This design comes from an exercise in tuning for small area on the open sky130 flow, not from production work. In this exercise RTL edits were held to simulation tests only and were not proved equivalent to the original. No activity file was given, so power comes from the tool's default toggle rates.

## flow/flow/run.sh

```bash
#!/bin/bash
# Standard ORFS layout (the standard.sh), with two changes after the
# standard synthesis: port buffers are sky130_fd_sc_hd__buf_1 instead of the
# delay cell buffer_ports picks, and the clock tree uses clkbuf_8 clusters of
# up to 16 sinks without dummy loads.
set -uo pipefail
bash standard.sh synth > make_synth.log 2>&1 || exit 1
bash standard.sh \
  "BUFFER_PORTS_ARGS=-buffer_cell sky130_fd_sc_hd__buf_1" \
  "CTS_ARGS=-sink_clustering_enable -repair_clock_nets -dont_use_dummy_load -buf_list sky130_fd_sc_hd__clkbuf_8 -sink_clustering_size 16 -sink_clustering_max_diameter 80" \
  finish > make_finish.log 2>&1 || exit 1
```

## flow/standard.sh

```bash
#!/bin/bash
# synth_recipe.tcl (not shown) runs the flow's synth.tcl, then flattens the netlist and writes it again
# the make line also repeats each setting of config.mk as NAME=value (left out here)
make -C /OpenROAD-flow-scripts/flow DESIGN_CONFIG=/design/flow/config.mk WORK_HOME=/design/flow/orfs CLKGATE_MAP_FILE= SYNTH_SCRIPT=/design/flow/synth_recipe.tcl "${@:-finish}"
```

## flow/config.mk

```make
export PLATFORM = sky130hd
export DESIGN_NAME = decode_cycle
export DESIGN_NICKNAME = decode_cycle
export VERILOG_FILES = /design/flow/design.v
export SDC_FILE = /design/flow/constraint.sdc
export NUM_CORES = 4
export LEC_CHECK = 0
export CAP_MARGIN = 20
export CORE_MARGIN = 2
export CORE_UTILIZATION = 65
export SETUP_SLACK_MARGIN = 0.2
export SLEW_MARGIN = 20
export SYNTH_HIERARCHICAL = 1
```

## flow/constraint.sdc

```tcl
create_clock -name core_clock -period 5.0 [get_ports {clk}]
set_input_delay 1.0000 -clock core_clock [delete_from_list [all_inputs] [get_ports {clk}]]
set_output_delay 1.0000 -clock core_clock [all_outputs]
set_load 0.01 [all_outputs]
```

## flow/design.v

```verilog
package decode_cycle_pkg;
  localparam int XLEN  = 32;
  localparam int NREGS = 32;
  localparam logic [6:0] OP_R   = 7'b0110011;
  localparam logic [6:0] OP_I   = 7'b0010011;
  localparam logic [6:0] OP_LW  = 7'b0000011;
  localparam logic [6:0] OP_SW  = 7'b0100011;
  localparam logic [6:0] OP_BEQ = 7'b1100011;
  localparam logic [6:0] OP_JAL = 7'b1101111;
  typedef enum logic [2:0] {
    ALU_ADD = 3'b000,
    ALU_SUB = 3'b001,
    ALU_AND = 3'b010,
    ALU_OR  = 3'b011,
    ALU_SLT = 3'b101
  } alu_ctrl_e;
  typedef enum logic [1:0] {
    RES_ALU = 2'b00,
    RES_MEM = 2'b01,
    RES_PC4 = 2'b10
  } result_src_e;
  typedef enum logic [2:0] {
    IMM_NONE,
    IMM_I,
    IMM_S,
    IMM_B,
    IMM_J
  } imm_src_e;
  typedef struct packed {
    logic        reg_write;
    result_src_e result_src;
    logic        mem_write;
    logic        jump;
    logic        branch;
    alu_ctrl_e   alu_control;
    logic        alu_src;
  } ctrl_t;
  typedef struct packed {
    ctrl_t             ctrl;
    logic [XLEN-1:0]   rd1;
    logic [XLEN-1:0]   rd2;
    logic [XLEN-1:0]   imm;
    logic [4:0]        rs1;
    logic [4:0]        rs2;
    logic [4:0]        rd;
    logic [XLEN-1:0]   pc;
    logic [XLEN-1:0]   pc_plus4;
  } idex_t;
endpackage
module decode_cycle_rf_aoi3
(
  input  logic [2:0] s,
  input  logic [2:0] d,
  output logic       y_n
);
  assign y_n = ~|(s & d);
endmodule
module decode_cycle_rf_rdbit
(
  input  logic [30:0] sel,
  input  logic [30:0] d,
  output logic        y
);
  logic [10:0] g_n;
  for (genvar k = 0; k < 10; k++) begin : g_grp
    decode_cycle_rf_aoi3 u_aoi (
      .s   (sel[3*k +: 3]),
      .d   (d[3*k +: 3]),
      .y_n (g_n[k])
    );
  end
  assign g_n[10] = ~(sel[30] & d[30]);
  assign y = ~&g_n;
endmodule
module decode_cycle
(
  input  logic        clk,
  input  logic        rst,
  input  logic [31:0] InstrD,
  input  logic [31:0] PCD,
  input  logic [31:0] PCPlus4D,
  input  logic        FlushE,
  input  logic        RegWriteW,
  input  logic [4:0]  RdW,
  input  logic [31:0] ResultW,
  output logic        RegWriteE,
  output logic [1:0]  ResultSrcE,
  output logic        MemWriteE,
  output logic        JumpE,
  output logic        BranchE,
  output logic [2:0]  ALUControlE,
  output logic        ALUSrcE,
  output logic [31:0] RD1E,
  output logic [31:0] RD2E,
  output logic [31:0] ImmExtE,
  output logic [4:0]  Rs1E,
  output logic [4:0]  Rs2E,
  output logic [4:0]  RdE,
  output logic [31:0] PCE,
  output logic [31:0] PCPlus4E
);
  localparam int XLEN = decode_cycle_pkg::XLEN;
  localparam int N    = decode_cycle_pkg::NREGS - 1;
  logic [31:0]     instr;
  logic [6:0]      opcode;
  logic [4:0]      rs1;
  logic [4:0]      rs2;
  logic [4:0]      rd;
  decode_cycle_pkg::ctrl_t     ctrl;
  decode_cycle_pkg::imm_src_e  imm_src;
  decode_cycle_pkg::alu_ctrl_e alu_r;
  decode_cycle_pkg::alu_ctrl_e alu_i;
  logic [XLEN-1:0] imm;
  logic            rw_q;
  logic [2:0]      aluc_q;
  logic            alu_src_q;
  logic            ctl_y_q;
  logic            fmt_j;
  logic            fmt_s;
  logic            imm_sign_q;   
  logic [2:0]      imm_14_12_q;
  logic            imm_11_q;
  logic [5:0]      imm_10_5_q;
  logic            imm_i_fmt;
  logic            imm_sb_fmt;
  logic [4:0]      rs1_q;
  logic [4:0]      rs2_q;
  logic [4:0]      rd_q;
  logic [XLEN-1:0] pc_q;
  logic [XLEN-1:0] pc_plus4_q;
  logic [XLEN-1:0] regs [0:N-1];   
  logic [N-1:0]    valid;
  logic [N-1:0]    wsel;
  logic [N-1:0]    sel1;
  logic [N-1:0]    sel2;
  assign instr  = InstrD;
  assign opcode = instr[6:0];
  assign rd     = instr[11:7];
  assign rs1    = instr[19:15];
  assign rs2    = instr[24:20];
  always_comb begin
    case (instr[14:12])
      3'b000:  alu_i = decode_cycle_pkg::ALU_ADD;
      3'b010:  alu_i = decode_cycle_pkg::ALU_SLT;
      3'b110:  alu_i = decode_cycle_pkg::ALU_OR;
      3'b111:  alu_i = decode_cycle_pkg::ALU_AND;
      default: alu_i = decode_cycle_pkg::ALU_ADD;
    endcase
    alu_r = (instr[14:12] == 3'b000 && instr[30]) ? decode_cycle_pkg::ALU_SUB : alu_i;
  end
  always_comb begin
    ctrl    = '0;
    imm_src = decode_cycle_pkg::IMM_NONE;
    case (opcode)
      decode_cycle_pkg::OP_R: begin
        ctrl.reg_write   = 1'b1;
        ctrl.alu_control = alu_r;
      end
      decode_cycle_pkg::OP_I: begin
        ctrl.reg_write   = 1'b1;
        ctrl.alu_src     = 1'b1;
        ctrl.alu_control = alu_i;
        imm_src          = decode_cycle_pkg::IMM_I;
      end
      decode_cycle_pkg::OP_LW: begin
        ctrl.reg_write  = 1'b1;
        ctrl.result_src = decode_cycle_pkg::RES_MEM;
        ctrl.alu_src    = 1'b1;
        imm_src         = decode_cycle_pkg::IMM_I;
      end
      decode_cycle_pkg::OP_SW: begin
        ctrl.mem_write = 1'b1;
        ctrl.alu_src   = 1'b1;
        imm_src        = decode_cycle_pkg::IMM_S;
      end
      decode_cycle_pkg::OP_BEQ: begin
        ctrl.branch      = 1'b1;
        ctrl.alu_control = decode_cycle_pkg::ALU_SUB;
        imm_src          = decode_cycle_pkg::IMM_B;
      end
      decode_cycle_pkg::OP_JAL: begin
        ctrl.jump       = 1'b1;
        ctrl.reg_write  = 1'b1;
        ctrl.result_src = decode_cycle_pkg::RES_PC4;
        imm_src         = decode_cycle_pkg::IMM_J;
      end
      default: ;
    endcase
  end
  always_comb begin
    case (imm_src)
      decode_cycle_pkg::IMM_I:   imm = {{20{instr[31]}}, instr[31:20]};
      decode_cycle_pkg::IMM_S:   imm = {{20{instr[31]}}, instr[31:25], instr[11:7]};
      decode_cycle_pkg::IMM_B:   imm = {{19{instr[31]}}, instr[31], instr[7], instr[30:25], instr[11:8], 1'b0};
      decode_cycle_pkg::IMM_J:   imm = {{11{instr[31]}}, instr[31], instr[19:12], instr[20], instr[30:21], 1'b0};
      default: imm = '0;
    endcase
  end
  always_ff @(posedge clk or negedge rst) begin
    if (!rst) begin
      rw_q       <= '0;
      aluc_q     <= '0;
      alu_src_q  <= '0;
      ctl_y_q    <= '0;
      imm_sign_q  <= '0;
      imm_14_12_q <= '0;
      imm_11_q    <= '0;
      imm_10_5_q  <= '0;
      rs1_q      <= '0;
      rs2_q      <= '0;
      rd_q       <= '0;
      pc_q       <= '0;
      pc_plus4_q <= '0;
    end else if (FlushE) begin
      rw_q       <= '0;
      aluc_q     <= '0;
      alu_src_q  <= '0;
      ctl_y_q    <= '0;
      imm_sign_q  <= '0;
      imm_14_12_q <= '0;
      imm_11_q    <= '0;
      imm_10_5_q  <= '0;
      rs1_q      <= '0;
      rs2_q      <= '0;
      rd_q       <= '0;
      pc_q       <= '0;
      pc_plus4_q <= '0;
    end else begin
      rw_q       <= ctrl.reg_write;
      aluc_q     <= ctrl.alu_control;
      alu_src_q  <= ctrl.alu_src;
      ctl_y_q    <= ctrl.result_src[0] | ctrl.jump;
      imm_sign_q  <= imm[31];
      imm_14_12_q <= imm[14:12];
      imm_11_q    <= imm[11];
      imm_10_5_q  <= imm[10:5];
      rs1_q      <= rs1;
      rs2_q      <= rs2;
      rd_q       <= rd;
      pc_q       <= PCD;
      pc_plus4_q <= PCPlus4D;
    end
  end
  always_comb begin
    for (int i = 0; i < N; i++) begin
      wsel[i] = RegWriteW && (RdW == 5'(i + 1));
      sel1[i] = valid[i] && (rs1_q == 5'(i + 1));
      sel2[i] = valid[i] && (rs2_q == 5'(i + 1));
    end
  end
  always_ff @(posedge clk or negedge rst) begin
    if (!rst) valid <= '0;
    else      valid <= valid | wsel;
  end
  always_ff @(posedge clk) begin
    for (int i = 0; i < N; i++)
      if (wsel[i]) regs[i] <= ResultW;
  end
  for (genvar b = 0; b < XLEN; b++) begin : g_rd
    logic [N-1:0] col;
    for (genvar i = 0; i < N; i++) begin : g_col
      assign col[i] = regs[i][b];
    end
    decode_cycle_rf_rdbit u_rd1 (.sel(sel1), .d(col), .y(RD1E[b]));
    decode_cycle_rf_rdbit u_rd2 (.sel(sel2), .d(col), .y(RD2E[b]));
  end
  assign fmt_j       = ctl_y_q & ~alu_src_q;
  assign fmt_s       = alu_src_q & ~rw_q;
  assign RegWriteE   = rw_q;
  assign ResultSrcE  = {fmt_j, ctl_y_q & alu_src_q};
  assign MemWriteE   = fmt_s;
  assign JumpE       = fmt_j;
  assign BranchE     = aluc_q[0] & ~rw_q;
  assign ALUControlE = aluc_q;
  assign ALUSrcE     = alu_src_q;
  assign imm_i_fmt  = alu_src_q & rw_q;
  assign imm_sb_fmt = MemWriteE | BranchE;
  assign ImmExtE[31:20] = {12{imm_sign_q}};
  assign ImmExtE[19:15] = fmt_j ? rs1_q : {5{imm_sign_q}};
  assign ImmExtE[14:12] = imm_14_12_q;
  assign ImmExtE[11]    = imm_11_q;
  assign ImmExtE[10:5]  = imm_10_5_q;
  assign ImmExtE[4:1]   = imm_sb_fmt ? rd_q[4:1]
                        : (imm_i_fmt | fmt_j) ? rs2_q[4:1] : 4'd0;
  assign ImmExtE[0]     = imm_i_fmt ? rs2_q[0] : fmt_s & rd_q[0];
  assign Rs1E        = rs1_q;
  assign Rs2E        = rs2_q;
  assign RdE         = rd_q;
  assign PCE         = pc_q;
  assign PCPlus4E    = pc_plus4_q;
endmodule
```

==> run notes <==
[Yosys cell counts, types with 3 or more instances]
| cell | count | area share [%] |
|---|---|---|
| buf_2 | 5 | 0.058 |
| nor2_1 | 39 | 0.34 |
| nand2_1 | 79 | 0.68 |
| nand4b_1 | 3 | 0.061 |
| or2_2 | 17 | 0.25 |
| a222oi_1 | 640 | 15 |
| a22o_1 | 5 | 0.10 |
| nand4_1 | 129 | 1.9 |
| nand3_1 | 5 | 0.058 |
| and3_1 | 66 | 0.95 |
| and2_1 | 3 | 0.043 |
| nand2b_1 | 3 | 0.043 |
| inv_1 | 8 | 0.069 |
| and3b_1 | 5 | 0.10 |
| clkbuf_1 | 17 | 0.15 |
| a221oi_1 | 3 | 0.061 |
| buf_4 | 15 | 0.26 |
| dfrtp_1 | 127 | 7.3 |
| o21bai_1 | 15 | 0.26 |
| o21ai_0 | 3 | 0.035 |
| edfxtp_1 | 992 | 69 |
| nor2b_1 | 88 | 1.3 |
| a2111o_1 | 64 | 1.7 |
| nor3b_1 | 9 | 0.16 |
| a211oi_1 | 8 | 0.14 |
[layer usage]
metal	wire length, um	track usage [%]	vias to the layer above
li1	-	-	12200
met1	48700	60.9	15700
met2	64300	63.1	3925
met3	31500	18.8	782
met4	10500	23.2	4
met5	27	0.278	-
[modules after synthesis (local to each module, per instance)]
module,flops+latches,cells inside,times used,area [um2]
decode_cycle,1119,1476,1,35100
decode_cycle_rf_rdbit,0,4,64,27.5
decode_cycle_rf_aoi3,0,1,640,10.0
[cells in the final DEF (no fill, tap or decap), drive strengths merged, types with 2 or more instances in the layout]
cell / count
o21bai: 15
a22o: 5
nand2b: 3
nand2: 80
and3b: 6
nor3b: 9
nand3b: 2
nand3: 5
o21ai: 4
a2111o: 64
and2: 5
inv: 8
diode: 7
and3: 66
dfrtp: 127
nor3: 2
clkbuf: 96
or2: 17
buf: 395
nand4b: 3
a221oi: 4
nor2: 39
and4bb: 2
nand4: 129
nor2b: 88
edfxtp: 992
a211oi: 8
a222oi: 640
[registers in the layout, indices dropped and copies added, names as in the netlist]
register	count
aluc_q	3
pc_plus4_q	32
rd_q	5
rs1_q	5
ctl_y_q	1
imm_11_q	1
regs	992
imm_sign_q	1
imm_14_12_q	3
rs2_q	5
valid	31
alu_src_q	1
imm_10_5_q	6
pc_q	32
rw_q	1
[metrics by stage]
step | hold WS (ns) | total power, mW
finish | 0.336 | 15.7
global route | 0.353 | 16.1
CTS | 0.314 | 15.6
detailed placement | 0.496 | 11.7
global placement | 0.490 | 11.7
floorplan | 0.446 | 11.1
[how the worst max path moves through the flow]
stage	slack, ns	endpoint	cells past startpoint	start
2_1_floorplan	1.74	regs[2][0]	3	RdW[3]
3_3_place_gp	1.09	RD1E[5]	7	rs1_q[3]
3_5_place_dp	1.01	RD1E[5]	7	rs1_q[0]
4_1_cts	0.25	RD1E[5]	7	rs1_q[0]
5_1_grt	0.16	RD2E[5]	7	rs2_q[0]
6_report	0.07	RD2E[5]	7	rs2_q[2]
[repair_timing]
item | 4_1_cts | 5_1_grt
resized for setup | 0 | 4
endpoints found under the hold margin | 0 | 0
hold buffers | 0 | 0
endpoints found under the setup margin | 0 | 18
[cells by family after synthesis]
| logic type | Yosys count | share of synthesized area [%] |
|---|---|---|
| DFF | 1119 | 76.1 |
| and+or+nand+nor | 460 | 6.08 |
| buffers and inverters | 47 | 0.586 |
| muxes | 1 | 0.0231 |
| AOI/OAI and AO/OA | 745 | 17.2 |
[power by group through the flow]
stage	clock network, mW	registers [mW]	logic (mW)
2_1_floorplan	0	10.6	0.437
3_3_place_gp	0	10.7	0.987
3_5_place_dp	0	10.7	1.01
4_1_cts	4.15	10.5	1.02
5_1_grt	4.46	10.5	1.10
6_report	4.15	10.5	1.06
[final cells by class]
class	count	area [um2]
inverters	8	30.0
repair buffers	412	2070
clock buffers	79	1090
well taps	864	1080
multi-input cells	1206	10400
fillers	4239	18200
flip-flops and latches	1119	33000
diodes	7	17.5
==> summary.txt <==
Critical path
  • Delay of the slowest cell on the worst path: 1.03 ns
  • Critical path arrival: approximately 3.9 ns
  • Most used cell, CP: and3_1
  • Worst R2R Start: valid[14]
  • Crit. End Element: primary output
  • Crit Path Class: reg -> out
  • R2R depth: 1
  • Flop2flop setup slack: around 4.1 ns
  • Crit-path leading delay family: simple AND/OR/NAND/NOR gates
  • Buf/Inv on CP: 2
  • CP max FO: 18
  • CP cell instances: and3_1 -> and3_1 -> buf_4 -> a222oi_1 -> nand4_1 -> a2111o_1 -> buf_1
  • R2R Path End: valid[14]
  • Required time worst endpoint: ~4.0 ns
  • Critical path's slowest cell: and3_1
  • Startpoint Class: register

Final layout
  • # nets final: around 3,000
  • Final Instance Area: approximately 48,000 um2
  • Area delta synth->final: 9.99%
  • Core Util, Final: 72.3%
  • Non-filler cells, final: between 3,000 and 4,000
  • Ratio of cells with drive above 1 in the final layout: 10.2%

Global routing
  • Initial antenna violation count: 6
  • Vias in the first global route: approximately 32,000
  • Pin count of the biggest net entering global routing: between 60 and 70
  • GRT overflow: 0
  • First-pass GRT wire length: around 220,000 um
  • Overall Global Routing Usage: between 40% and 50%

Drt
  • Via count: approximately 33,000
  • Initial DRC count: between 9,000 and 10,000
  • Antenna violation net count after detailed routing: 0
  • Via density: around 8.8
  • DRT Pass-1 Iters: 14
  • DR WL/cell: between 40 and 50 um
  • # DRC: 0
  • Routed Wire Length: ~160,000 um

Floorplanning
  • Die area: just under 70,000 um2
  • Chip height: roughly 260 um
  • Core Region: about 66,000 um2
  • Io pins: about 320
  • Die W: approximately 260 um
  • Starting density of the core: roughly two thirds
  • Rows: 94

Clocking
  • Number of H-tree levels: 3
  • CTS clock-pin slew for the worst setup and hold paths: about 0.090 ns
  • Worst skew pair latency: around 0.67 ns
  • Clk sinks: approximately 1,100
  • Inserted Clock Buffers: about 80
  • CTS root buf: clkbuf_8
  • CTS tree: yes
  • CTS Buffer Depth: 3
  • Post-CTS Setup Bufs: 0

STA
  • Rel. slew slack: between 10 and 15%
  • Final Critical Period: about 5 ns
  • Slew @ Worst Pin: ~1.3 ns
  • Fin crit share: between 90 and 100%
  • Setup tns final: 0 ns
  • RSZ-0062 raised after global routing: true
  • Max-slew violation count: 0
  • Final Setup Violations: 0
  • Final hold violations: 0
  • Final setup margin: about 0.067 ns
  • Final Skew: 0 ns
  • Fmax: between 200 and 250 MHz

Status
  • Outcome: finished clean

Logic synthesis
  • Synth Warn #: 8
  • Post-Synthesis Cells: 2,372
  • Post-Syn Area: around 43,000 um2
  • Mapped Avg Cell Area: 18.3 um2
  • Post-synth cell types: 44
  • Seq/Total Area, Yosys: around three quarters
  • Number of synthesized register bits: about 1,100
  • EDFF count, synth: just under 1,000
  • Main synth FF type: edfxtp_1
  • FFs w/ async S/R, synth: roughly 11%
  • Mapped Nets: roughly 2,500

Job
  • Max_cap viols: 0

Pwr
  • Switching share of power: 23.0%
  • Clk pwr share: a little over a quarter
  • P_sw: 3.60 mW
  • Leakage: between 15 and 20 nW
  • Pwr/cell area: 330 nW/um2
  • Combinational Power Share: about 6.8%
  • P_int: between 10 and 15 mW
  • Worst vdd ir: ~0.26 mV
  • Sequential power share: roughly two thirds

Worst hold path
  • Hold WC Path Type: in -> async

Place
  • Area after DPL: approximately 46,000 um2
  • Pre-CTS setup slack: approximately 1 ns
  • Routability cong.: between 1 and 1.5
  • DP HPWL: between 90,000 and 100,000 um
  • Number of port buffers: roughly 320
  • Dpl cells: 3,609

-- what the ideal ports hide --
In the flow no input, the clock included, has a driving cell. The finished layout below was timed again as built, in two steps.
Step 1 (the two cells are an assumption about what drives the block):
set clk [get_ports {clk}]
set_driving_cell -lib_cell sky130_fd_sc_hd__clkbuf_16 $clk
set_driving_cell -lib_cell sky130_fd_sc_hd__buf_2 [delete_from_list [all_inputs] $clk]
Step 2 moves the port delays by t, midway between the first and last clock arrival at a register: inputs arrive t later, outputs are due t later. That takes back most of the time a late clock gives input paths.
Slacks: ideal / step 1 / step 2; pairs: ideal / step 1.
t (ns): 0.764
setup slack, ns: 0.067 / 0.002 / 0.766
worst setup path at the end: register to output
latest minus earliest clock arrival (ns): 0.054 / 0.055
After both steps setup and hold are still met in this run. For this run, drivers alone change the setup slack by -0.065 ns; drivers and shift together by +0.699 ns.
